Context: an optimization exercise on an open-source flow, tuned for small area, a short achievable clock period and few clock cycles per item. The choices shown serve that exercise and are no tape-out recipe.
Where RTL was checked, it was by simulation tests only, not by an equivalence proof against the original.
Power figures rest on the tool's default switching activity, not on a simulated workload.

## job 5779
// fp_mult_stream
module fp_mult_stream #(
    parameter int WIDTH      = 32,
    parameter int INT_WIDTH  = 16,
    parameter int FRAC_WIDTH = 16,
    parameter int SIGNED     = 1,
    parameter int STAGES     = 3,
    parameter int ROUND      = 1
) (
    input  logic              clk,
    input  logic              reset,
    input  logic              in_valid,
    output logic              in_ready,
    input  logic [WIDTH-1:0]  left,
    input  logic [WIDTH-1:0]  right,
    output logic              out_valid,
    input  logic              out_ready,
    output logic [WIDTH-1:0]  out,
    output logic              ovf
);
Size in the first run: ~3100 cells after synthesis, roughly 32000 um2 of cells after synthesis.
export LEC_CHECK = 0
export ABC_AREA = 1
export CAP_MARGIN = 20
export CORE_MARGIN = 2
export CORE_UTILIZATION = 40
export SLEW_MARGIN = 20
export SYNTH_HIERARCHICAL = 1
create_clock -name core_clock -period 10.0 [get_ports {clk}]
standard.sh (not shown) runs the stock make flow with config.mk's settings and CLKGATE_MAP_FILE= SYNTH_SCRIPT=/design/flow/synth_recipe.tcl, a recipe that flattens the netlist after the stock synthesis.
==> flow/flow/run.sh <==
#!/bin/bash
set -euo pipefail
bash standard.sh SETUP_SLACK_MARGIN=6.0 finish > standard_flow.log 2>&1
Testbench counts of job 5779, summed over its fixed seeds: cycles 16,024, items 16,000.
Input changes introduced in job 5847 (baseline for comparison: job 5779):
==> flow/flow/run.sh <==
#!/bin/bash
set -euo pipefail
bash standard.sh SETUP_SLACK_MARGIN=6.3 "BUFFER_PORTS_ARGS=-buffer_cell sky130_fd_sc_hd__buf_2" finish > standard_flow.log 2>&1
[summary]
Looking at total chip power across job 5779 and job 5847, the one that comes out lower is job 5779. Job 5847 vs. job 5779: first-iteration DRC count now sits higher; worst slack on hold paths now sits at about the same level; share of the clock period used by the worst path now sits higher. Sort job 5779 and job 5847 by clock network fraction of design power, ascending, and job 5847 comes first. Job 5847 ends up with a share of the core filled with cells that is 4.9 points higher than in job 5779. Between job 5847 and job 5779, the synthesized area divided by synthesized cell count figures differ only marginally. [compare] base=job 5779 new=job 5847: power share of the sequential group decreased by 1.2 points relative to the old numbers; total length of routed wires rose about 22%; total of cells resized after clock tree synthesis now sits higher. More vias were needed by job 5847 than by job 5779.
### job 5847 -> job 1909
==> flow/flow/run.sh <==
#!/bin/bash
set -euo pipefail
bash standard.sh SETUP_SLACK_MARGIN=6.0 "BUFFER_PORTS_ARGS=-buffer_cell sky130_fd_sc_hd__buf_2" finish > standard_flow.log 2>&1
In the tables for job 1909 and job 5847, post-detailed-route via-to-cell ratio reads lower with job 1909. In the reports for job 1909 and job 5847, the smaller setup slack of the critical path after layout belongs to job 5847. [compare] base=job 5847 new=job 1909: top fanout value on the critical path up 27, count of filler cells inserted in the layout went up.
Edits applied to the flow inputs when going from job 1909 to job 8636:
Settings: setting PLACE_DENSITY to 0.75 for the first time; changing CORE_UTILIZATION from 40 to 65.
==> flow/flow/run.sh <==
#!/bin/bash
# The standard layout (standard.sh), with repair_timing aiming for
# 6.0 ns of setup slack at the design's 10 ns clock.
set -euo pipefail
bash standard.sh SETUP_SLACK_MARGIN=6.0 finish > standard_flow.log 2>&1
--- outcome ---
A highest routing layer actually used of met4 is what job 1909 shows, while met5 belongs to job 8636.
Job 8636 vs. job 1909: area enclosed by the die boundary went down by 38%.
Job 8636 against job 1909: number of antenna cells inserted picked up an extra 2, routed wire length higher.
Here is what was changed in the inputs of job 7340 compared with job 8636.
Settings: CORE_UTILIZATION: 65 -> 40; PLACE_DENSITY: 0.75 -> unset.
Findings:
Job 7340 finished end to end and its layout was clean on timing, DRC and antenna. Job 7340 vs. job 8636: number of antenna violations at the first check in global routing shrank by 6, via-per-instance ratio shrank by 1.1, post-synthesis instance area held steady. Post-layout total power in job 7340 is about 7% below job 8636. Net switching power figure of job 7340 falls short of that of job 8636 by more than 10%.

---

## lane 1
fp_mult_stream, a different RTL version from the one above (not shown whole).
For scale: roughly 3000 cells after synthesis, about 100 I/O pins.
==> flow/design.v (excerpt) <==
module fp_mult_stream #(
    parameter int WIDTH      = 32,
    parameter int INT_WIDTH  = 16,
    parameter int FRAC_WIDTH = 16,
    parameter int SIGNED     = 1,
    parameter int STAGES     = 3,
    parameter int ROUND      = 1
) (
    input  logic              clk,
    input  logic              reset,
    input  logic              in_valid,
    output logic              in_ready,
    input  logic [WIDTH-1:0]  left,
    input  logic [WIDTH-1:0]  right,
    output logic              out_valid,
    input  logic              out_ready,
    output logic [WIDTH-1:0]  out,
    output logic              ovf
);
export LEC_CHECK = 0
export ABC_AREA = 1
export CAP_MARGIN = 0
export CORE_MARGIN = 2
export CORE_UTILIZATION = 40
export CTS_BUF_LIST = sky130_fd_sc_hd__clkbuf_8
export SLEW_MARGIN = 0
export SYNTH_HIERARCHICAL = 1
create_clock -name core_clock -period 10.0 [get_ports {clk}]
==> flow/flow/run.sh <==
#!/bin/bash
set -euo pipefail
bash standard.sh SETUP_SLACK_MARGIN=6.1 "BUFFER_PORTS_ARGS=-buffer_cell sky130_fd_sc_hd__buf_2" finish > standard_flow.log 2>&1
Lane 1 completed end to end with timing, DRC and antenna clean.
Edits applied to the flow inputs when going from lane 1 to lane 2:
- SLEW_MARGIN now 20, was 0
- PLACE_DENSITY now 0.8, previously not set
- CAP_MARGIN now 20, was 0
- CORE_UTILIZATION now 55, was 40
- Detailed route, lane 2 vs lane 1: via total higher for lane 2
- Lane 2 vs lane 1, shortest clock period the worst path allows after layout went up by 0.055 ns.
- Relative to lane 1, overall power consumption has decreased by 100 uW in lane 2.
- Between lane 1 and lane 2, the number of global-route vias before repair is lower for lane 1.
- [lane 2] post-placement setup slack rose 0.029 ns relative to lane 1
- Compared to lane 1, lane 2 has slack of the critical path 0.055 ns lower.
No functional check of the RTL was part of any run of this note.

---

Another version of the RTL of fp_mult_stream (not shown whole).
## fp_mult_stream
module fp_mult_stream #(
    parameter int WIDTH      = 32,
    parameter int INT_WIDTH  = 16,
    parameter int FRAC_WIDTH = 16,
    parameter int SIGNED     = 1,
    parameter int STAGES     = 3,
    parameter int ROUND      = 1
) (
    input  logic              clk,
    input  logic              reset,
    input  logic              in_valid,
    output logic              in_ready,
    input  logic [WIDTH-1:0]  left,
    input  logic [WIDTH-1:0]  right,
    output logic              out_valid,
    input  logic              out_ready,
    output logic [WIDTH-1:0]  out,
    output logic              ovf
);
export LEC_CHECK = 0
export ABC_AREA = 1
export CAP_MARGIN = 20
export CORE_MARGIN = 2
export CORE_UTILIZATION = 40
export SLEW_MARGIN = 20
export SYNTH_HIERARCHICAL = 1
export TNS_END_PERCENT = 10
create_clock -name core_clock -period 10.0 [get_ports {clk}]
==> flow/flow/run.sh <==
#!/bin/bash
set -euo pipefail
bash standard.sh SETUP_SLACK_MARGIN=6.25 "BUFFER_PORTS_ARGS=-buffer_cell sky130_fd_sc_hd__buf_2" finish > standard_flow.log 2>&1
Testbench counts at the start, summed over its fixed seeds: cycles 16,024, items 16,000.
Rerun with:
==> flow/flow/run.sh (replaced) <==
#!/bin/bash
set -euo pipefail
bash standard.sh SETUP_SLACK_MARGIN=6.0 "BUFFER_PORTS_ARGS=-buffer_cell sky130_fd_sc_hd__buf_2" finish > standard_flow.log 2>&1
- TNS_END_PERCENT: 10 -> unset
Outcome: The new run produced a clean layout; non-clock buffer count came out lower by 36; combinational power came out lower by a few percent; worst setup slack gets worse by 0.033 ns; power came out lower by a few percent; global-route usage came out higher by 0.15 points; die area is unchanged; critical path depth stays the same; hold slack hardly moves; final cell count came out lower slightly; final area came out lower by a few percent.
Rerun with:
- TNS_END_PERCENT: unset -> 10
Final area drops by about 0.8%.
Area after synthesis is unchanged.
Setup slack got worse by 0.077 ns.

---

Setup of wip/yarrow:
fp_mult_stream, a different RTL version from the one above (not shown whole).
Size: ~3000 cells after synthesis, about 100 I/O pins, roughly 33000 sq um of cells after synthesis.
export LEC_CHECK = 0
export ABC_AREA = 1
export CAP_MARGIN = 20
export CORE_MARGIN = 2
export CORE_UTILIZATION = 40
export CTS_BUF_LIST = sky130_fd_sc_hd__clkbuf_8
export GPL_ROUTABILITY_DRIVEN = 0
export SLEW_MARGIN = 20
export SYNTH_HIERARCHICAL = 1
create_clock -name core_clock -period 10.0 [get_ports {clk}]
==> flow/flow/run.sh <==
#!/bin/bash
set -euo pipefail
bash standard.sh SETUP_SLACK_MARGIN=6.2 "BUFFER_PORTS_ARGS=-buffer_cell sky130_fd_sc_hd__buf_2" finish > standard_flow.log 2>&1
wip/yarrow | stages: all done | timing, DRC, antenna: all pass
Testbench counts of wip/yarrow, summed over its fixed seeds: cycles 16,024, items 16,000.
Changes in wip/tundra relative to wip/yarrow:
- CTS_CLUSTER_DIAMETER newly set to 100
- GPL_ROUTABILITY_DRIVEN removed (was 0)
- CTS_BUF_LIST changed from sky130_fd_sc_hd__clkbuf_8 to sky130_fd_sc_hd__clkbuf_16
- CTS_CLUSTER_SIZE newly set to 20
--- outcome ---
Clock group share of total power, wip/tundra and wip/yarrow: lower on wip/tundra. Routed wire length is lower on wip/tundra. Power density over the cells ends up lower on wip/tundra. wip/yarrow → wip/tundra: maximum frequency now smaller, via count now smaller, global routing usage on met2 comparable, utilization now smaller. Going from wip/yarrow to wip/tundra, H-tree level count dropped 1, clock tree buffer count of the final layout dropped 65%.
What wip/sierra does differently from wip/tundra at the input level:
- CTS_CLUSTER_SIZE: 20 -> 30
- CTS_CLUSTER_DIAMETER: 100 -> 120
Die extent in y: wip/sierra vs wip/tundra identical
Against wip/tundra as the reference, wip/sierra delivers a higher final worst slack.
The number of ordinary and repair buffers in the finished layout in wip/sierra was higher than what wip/tundra gave.
Edits applied to the flow inputs when going from wip/sierra to wip/lagoon:
==> flow/flow/run.sh <==
#!/bin/bash
set -euo pipefail
bash standard.sh SETUP_SLACK_MARGIN=6.25 "BUFFER_PORTS_ARGS=-buffer_cell sky130_fd_sc_hd__buf_2" finish > standard_flow.log 2>&1
==> run summary <==
wip/lagoon: all stages complete, timing, DRC and antenna checks passed
wip/lagoon has more setup slack than wip/sierra.
Against wip/sierra, normalized max-slew margin in wip/lagoon came out worse.
wip/lagoon against wip/sierra: non-clock buffer count grew by 15%; layout inverter count without the clock tree moved down; detailed-route via count up 465; switching share of total power did not really move.
For wip/umber, these inputs were changed with respect to wip/lagoon:
- removing CTS_CLUSTER_DIAMETER (formerly 120)
- removing CTS_CLUSTER_SIZE (formerly 30)
- changing CTS_BUF_LIST from sky130_fd_sc_hd__clkbuf_16 to sky130_fd_sc_hd__clkbuf_8
==> flow/flow/run.sh <==
#!/bin/bash
set -euo pipefail
bash standard.sh SETUP_SLACK_MARGIN=6.3 "BUFFER_PORTS_ARGS=-buffer_cell sky130_fd_sc_hd__buf_2" finish > standard_flow.log 2>&1
--- outcome ---
- Comparing wip/umber against wip/lagoon, there is no change at all in number of well taps.
- On worst setup slack, wip/umber does better than wip/lagoon.
- wip/umber — diode insertion count for antenna repair 2 higher, wip/lagoon as reference
- For wip/lagoon, the cell with the largest stage delay on the worst path was buf_4, unlike wip/umber, where it was fa_1.
- When the final numbers for wip/lagoon and wip/umber were put side by side, the total net switching power turned out to be greater in wip/umber.
- Compared with wip/lagoon, wip/umber shows a critical path depth that is 1 higher.
- Measured against each other, wip/lagoon and wip/umber differ in worst ir drop on vdd, the lower figure coming from wip/lagoon.
> inputs changed (wip/umber -> wip/juniper)
- putting CTS_CLUSTER_DIAMETER at 110 where nothing was set
- swapping sky130_fd_sc_hd__clkbuf_8 for sky130_fd_sc_hd__clkbuf_16 in CTS_BUF_LIST
- putting CTS_CLUSTER_SIZE at 25 where nothing was set
==> flow/flow/run.sh <==
#!/bin/bash
set -euo pipefail
bash standard.sh SETUP_SLACK_MARGIN=6.2 "BUFFER_PORTS_ARGS=-buffer_cell sky130_fd_sc_hd__buf_2" finish > standard_flow.log 2>&1
--- outcome ---
Time the worst path needs with I/O delays and setup, wip/umber and wip/juniper: smaller value in wip/umber. Critical-path maximum fanout, wip/umber and wip/juniper, lower one = wip/umber. Max detail-routed net length per standard cell across wip/umber and wip/juniper: wip/umber.

---

== run A ==
fp_mult_stream again, from the RTL that the note above started with.
export LEC_CHECK = 0
export ABC_AREA = 1
export CAP_MARGIN = 20
export CORE_MARGIN = 2
export CORE_UTILIZATION = 40
export CTS_BUF_LIST = sky130_fd_sc_hd__clkbuf_8
export SLEW_MARGIN = 20
export SYNTH_HIERARCHICAL = 1
create_clock -name core_clock -period 10.0 [get_ports {clk}]
==> flow/flow/run.sh <==
#!/bin/bash
set -euo pipefail
bash standard.sh SETUP_SLACK_MARGIN=6.2 "BUFFER_PORTS_ARGS=-buffer_cell sky130_fd_sc_hd__buf_2" finish > standard_flow.log 2>&1
Testbench counts of run A, summed over its fixed seeds: cycles 16,024, items 16,000.
Inputs modified between run A and run B:
# run A
export LEC_CHECK = 0
export ABC_AREA = 1
export CAP_MARGIN = 20
export CORE_MARGIN = 2
export CORE_UTILIZATION = 40
export CTS_BUF_LIST = sky130_fd_sc_hd__clkbuf_8
export SLEW_MARGIN = 20
export SYNTH_HIERARCHICAL = 1
create_clock -name core_clock -period 10.0 [get_ports {clk}]
# run B
export LEC_CHECK = 0
export ABC_AREA = 1
export CAP_MARGIN = 20
export CORE_MARGIN = 2
export CORE_UTILIZATION = 40
export CTS_BUF_LIST = sky130_fd_sc_hd__clkbuf_16
export CTS_CLUSTER_DIAMETER = 100
export CTS_CLUSTER_SIZE = 30
export SLEW_MARGIN = 20
export SYNTH_HIERARCHICAL = 1
create_clock -name core_clock -period 10.0 [get_ports {clk}]
| number of global-route vias before repair | run B vs run A | 250 lower |. As of run B, total length of routed wires had fallen slightly compared to run A. Final area: run B vs run A down 1.2%. Sort run B and run A by number of CTS-inserted buffers, descending, and run A comes first. Run B reports a lower via count than run A does.
> inputs changed (run B -> run C)
# run B
export LEC_CHECK = 0
export ABC_AREA = 1
export CAP_MARGIN = 20
export CORE_MARGIN = 2
export CORE_UTILIZATION = 40
export CTS_BUF_LIST = sky130_fd_sc_hd__clkbuf_16
export CTS_CLUSTER_DIAMETER = 100
export CTS_CLUSTER_SIZE = 30
export SLEW_MARGIN = 20
export SYNTH_HIERARCHICAL = 1
create_clock -name core_clock -period 10.0 [get_ports {clk}]
# run C
export LEC_CHECK = 0
export ABC_AREA = 1
export CAP_MARGIN = 20
export CORE_MARGIN = 2
export CORE_UTILIZATION = 40
export CTS_BUF_LIST = sky130_fd_sc_hd__clkbuf_8
export SLEW_MARGIN = 20
export SYNTH_HIERARCHICAL = 1
create_clock -name core_clock -period 10.0 [get_ports {clk}]
Findings:
Between run B and run C, the cell count went up. In the tables for run C and run B, register share of total power reads higher with run B. Run C completed every stage of the flow, and the final layout passed the timing, DRC and antenna checks. On final critical path time including I/O delays and setup: run C sits below run B. In run C the hold slack turned out 0.0077 ns lower than in run B. Side by side, clock latency of the later-clocked register in the worst-skew pair turned out higher in run C than in run B. Relative to run B, fraction of standard cell area in multi-input logic decreased by 0.77 points in run C. The run showing the smaller wire length is run B. Relative to run B, the area added between synthesis and finish of run C is higher by 1.3 points. Global-route usage delta for run C relative to run B: 0.19 points higher.
> inputs changed (run C -> run D)
# run C
export LEC_CHECK = 0
export ABC_AREA = 1
export CAP_MARGIN = 20
export CORE_MARGIN = 2
export CORE_UTILIZATION = 40
export CTS_BUF_LIST = sky130_fd_sc_hd__clkbuf_8
export SLEW_MARGIN = 20
export SYNTH_HIERARCHICAL = 1
create_clock -name core_clock -period 10.0 [get_ports {clk}]
# run D
export LEC_CHECK = 0
export ABC_AREA = 1
export CAP_MARGIN = 20
export CORE_MARGIN = 2
export CORE_UTILIZATION = 40
export CTS_BUF_LIST = sky130_fd_sc_hd__clkbuf_16
export CTS_CLUSTER_DIAMETER = 80
export CTS_CLUSTER_SIZE = 30
export SLEW_MARGIN = 20
export SYNTH_HIERARCHICAL = 1
create_clock -name core_clock -period 10.0 [get_ports {clk}]
## What came out
In run D the arrival time at the worst endpoint turned out 0.04 ns lower than in run C. Compared with run C, run D shows final cell count lower by 1.3%. Looking at maximum operating frequency, run D sits 1.2% lower than run C does. Higher portion of total power attributed to combinational logic goes to run D over run C. Diff run D..run C | synthesized cell count | unchanged. From run C to run D the numbers moved as follows: register-to-register slack went down 0.05 ns, final critical-path required period went up 0.045 ns, power went down about 0.7%, final worst-path setup slack went down 0.045 ns. Total via count after detailed routing of run D is on par with run C. Cmp run D vs run C: routed wire length higher in run D.

-- what the ideal ports hide --
How much do the figures lean on ideal ports? The routed layouts below were timed once more, with nothing changed but the port constraints.
Step 1 assumes that a clkbuf_16 drives the clock port and a buf_2 every other input.
Step 2 times the ports against the registers' clock, not the clock port: input delays grow and output delays shrink by t, the midpoint of the rising clock arrivals with the driver on.
Three values: ideal ports, drivers, drivers and shift; two values: the first two.
run | t (ns) | setup WS [ns] | worst hold slack (ns) | worst setup path after step 2 | pins driven straight from the clock port
job 5779 | 0.644 | 6.038 / 6.038 / 6.038 | 0.469 / 0.469 / 0.469 | register to register | 1
job 5847 | 0.657 | 5.844 / 5.844 / 5.844 | 0.467 / 0.467 / 0.467 | register to register | 1
job 1909 | 0.643 | 6.051 / 6.051 / 6.051 | 0.468 / 0.468 / 0.468 | register to register | 1
job 8636 | 0.633 | 5.974 / 5.974 / 5.974 | 0.484 / 0.484 / 0.484 | register to register | 1
job 7340 | 0.644 | 6.038 / 6.038 / 6.038 | 0.469 / 0.469 / 0.469 | register to register | 1
lane 1 | 0.728 | 6.053 / 5.989 / 6.140 | 0.468 / 0.468 / 0.468 | register to register | 1
lane 2 | 0.697 | 5.998 / 5.998 / 5.998 | 0.466 / 0.466 / 0.466 | register to register | 1
the first run of note 3 | 0.629 | 6.031 / 6.031 / 6.031 | 0.474 / 0.474 / 0.474 | register to register | 1
the second run of note 3 | 0.621 | 5.999 / 5.999 / 5.999 | 0.472 / 0.472 / 0.472 | register to register | 1
the third run of note 3 | 0.633 | 5.921 / 5.921 / 5.921 | 0.471 / 0.471 / 0.471 | register to register | 1
wip/yarrow | 0.711 | 6.213 / 6.213 / 6.213 | 0.462 / 0.462 / 0.462 | register to register | 1
wip/tundra | 0.625 | 6.143 / 6.143 / 6.143 | 0.464 / 0.464 / 0.464 | register to register | 1
wip/sierra | 0.604 | 6.225 / 6.225 / 6.225 | 0.480 / 0.480 / 0.480 | register to register | 1
wip/lagoon | 0.608 | 6.243 / 6.243 / 6.243 | 0.478 / 0.478 / 0.478 | register to register | 1
wip/umber | 0.717 | 6.269 / 6.269 / 6.269 | 0.462 / 0.462 / 0.462 | register to register | 1
wip/juniper | 0.620 | 6.119 / 6.119 / 6.119 | 0.474 / 0.474 / 0.474 | register to register | 1
run A | 0.711 | 6.213 / 6.213 / 6.213 | 0.462 / 0.462 / 0.462 | register to register | 1
run B | 0.636 | 6.194 / 6.194 / 6.194 | 0.470 / 0.470 / 0.470 | register to register | 1
run C | 0.711 | 6.213 / 6.213 / 6.213 | 0.462 / 0.462 / 0.462 | register to register | 1
run D | 0.640 | 6.167 / 6.167 / 6.167 | 0.462 / 0.462 / 0.462 | register to register | 1
After both steps setup and hold are still met in every run listed.
